This is an optimization exercise on Yosys and OpenROAD, whose aim is a short achievable clock period, few clock cycles and low power, not a production implementation.
The RTL was checked by simulation tests, not by an equivalence proof against the original design.
No activity file was given, so power comes from the tool's default toggle rates.

## job 768
Design mac_vector_engine, start of the top module:
module mac_vector_engine (
  input logic clk,
  input logic reset_n,
  input logic start,
  input logic clear,
  input logic [9:0] vec_len,
  input logic signed [47:0] bias,
  input logic in_valid,
  input logic [35:0] in_a,
  input logic [35:0] in_b,
  input logic out_ready,
  output logic busy,
  output logic in_ready,
  output logic out_valid,
  output logic signed [17:0] out_data,
  output logic signed [47:0] out_acc,
  output logic acc_overflow
);
Size in the first run: roughly 2,700 cells after synthesis, about 520 flip-flops, about 210 I/O pins, ~30,000 µm² of cells after synthesis.
==> flow/config.mk <==
export PLATFORM = sky130hd
export DESIGN_NAME = mac_vector_engine
export DESIGN_NICKNAME = mac_vector_engine
export VERILOG_FILES = /design/flow/design.v
export SDC_FILE = /design/flow/constraint.sdc
export NUM_CORES = 4
export LEC_CHECK = 0
export ABC_CLOCK_PERIOD_IN_PS = 2900
export CAP_MARGIN = 20
export CORE_MARGIN = 2
export CORE_UTILIZATION = 60
export CTS_BUF_LIST = sky130_fd_sc_hd__clkbuf_8 sky130_fd_sc_hd__clkbuf_16
export CTS_CLUSTER_DIAMETER = 50
export CTS_CLUSTER_SIZE = 25
export SETUP_SLACK_MARGIN = 4.1
export SLEW_MARGIN = 20
==> flow/constraint.sdc <==
create_clock -name core_clock -period 7.0 [get_ports {clk}]
set_input_delay 1.4000 -clock core_clock [delete_from_list [all_inputs] [get_ports {clk}]]
set_output_delay 1.4000 -clock core_clock [all_outputs]
set_load 0.01 [all_outputs]
run.sh (not shown) runs the stock make flow with config.mk's settings and CLKGATE_MAP_FILE= SYNTH_SCRIPT=/design/flow/synth_recipe.tcl, a recipe that flattens the netlist after the stock synthesis.
Testbench counts of job 768, summed over its fixed seeds: cycles 12,350.
#### Input delta (job 556 over job 768)
Settings: CTS_CLUSTER_DIAMETER no longer set, was 50; CTS_CLUSTER_SIZE no longer set, was 25; CTS_BUF_LIST no longer set, was sky130_fd_sc_hd__clkbuf_8 sky130_fd_sc_hd__clkbuf_16.
Notes after the runs:
- Compared to job 768, job 556 has net switching power of the design 1.7% lower.
- Going from job 768 to job 556, clock-cell share of area now larger, total power closely matched the old numbers.
Inputs modified between job 556 and job 3882:
Settings: putting CTS_CLUSTER_DIAMETER at 80 where nothing was set; putting CTS_BUF_LIST at sky130_fd_sc_hd__clkbuf_16 where nothing was set; swapping 2900 for 2600 in ABC_CLOCK_PERIOD_IN_PS; putting CTS_CLUSTER_SIZE at 40 where nothing was set; swapping 4.1 for 4.4 in SETUP_SLACK_MARGIN.
Notes after the runs:
- Looking at worst-case hold slack, job 3882 sits 0.0075 ns above job 556.
- Job 3882 reports its timing endpoint of the critical path as rovf_q while job 556 reports res_q[24].
- Reported for job 3882 and job 556, synthesized-area fraction occupied by adder cells turned out identical to the last digit.
- Job 3882 completed; timing, DRC and antenna clean
- The run with more setup slack is job 556; job 3882 has less.
- Compare job 3882 and job 556 | portion of total power attributed to combinational logic lower: job 556
- Depth of the worst register-to-register path is higher on job 556
- Cmp job 3882 vs job 556: ratio of total power to cell area lower in job 3882
- For via count, dividing the value from job 3882 by the value from job 556 gives 1.09.
- Changes observed in job 3882 relative to job 556: post-layout minimum cycle time climbed 0.049 ns, fmax dropped 1.6%, leakage dissipation climbed 1.2 nW, internal power consumption climbed 1.6%.
- Of the two values seen for topmost layer with routed signal wires, met4 was produced by job 556 and met5 by job 3882.
Input changes introduced in job 4065 (baseline for comparison: job 3882):
Settings: a change of ABC_CLOCK_PERIOD_IN_PS from 2600 to 2900; a change of SETUP_SLACK_MARGIN from 4.4 to 4.1.
--- outcome ---
- Going from job 3882 to job 4065, net switching power decreased by 0.00090 W relative to the old numbers; ratio of routed vias to standard cells moved down; filler cell count in the final layout went up 19%.
- Job 4065 vs job 3882 on global-route usage over all layers: job 4065 is the lower one.
- Compared to job 3882, job 4065 has average detailed-routed wire length per instance about 13% lower.
- Re minimum period implied by the final worst setup slack: job 4065 is 0.045 ns up on job 3882.
- Job 3882 → job 4065: via count dropped 10%; internal power of the cells dropped about 10%.

-- port drivers added, routing unchanged --
How much do the figures lean on ideal ports? The routed layouts below were timed once more, with nothing changed but the port constraints. Step 1: set_driving_cell puts a clkbuf_16 on clk and a buf_2 on each other input, an assumption about the parent block. Step 2 also shifts input and output timing later by t, the mid clock arrival at the registers, as if the neighbouring blocks saw the same clock. Three values: ideal ports, drivers, drivers and shift; two values: the first two.
| run | t, ns | setup WS [ns] | worst setup path at the end |
|---|---|---|---|
| job 768 | 0.664 | 4.039 / 4.039 / 3.729 | input to register |
| job 556 | 0.664 | 4.068 / 4.068 / 3.631 | input to register |
| job 3882 | 0.679 | 4.019 / 4.019 / 3.845 | input to register |
| job 4065 | 0.675 | 3.975 / 3.975 / 3.634 | input to register |
After both steps setup and hold are still met in every run listed. The setup slack of job 556, which loses most, moves by 0.000 ns with the drivers and by -0.437 ns with both steps.
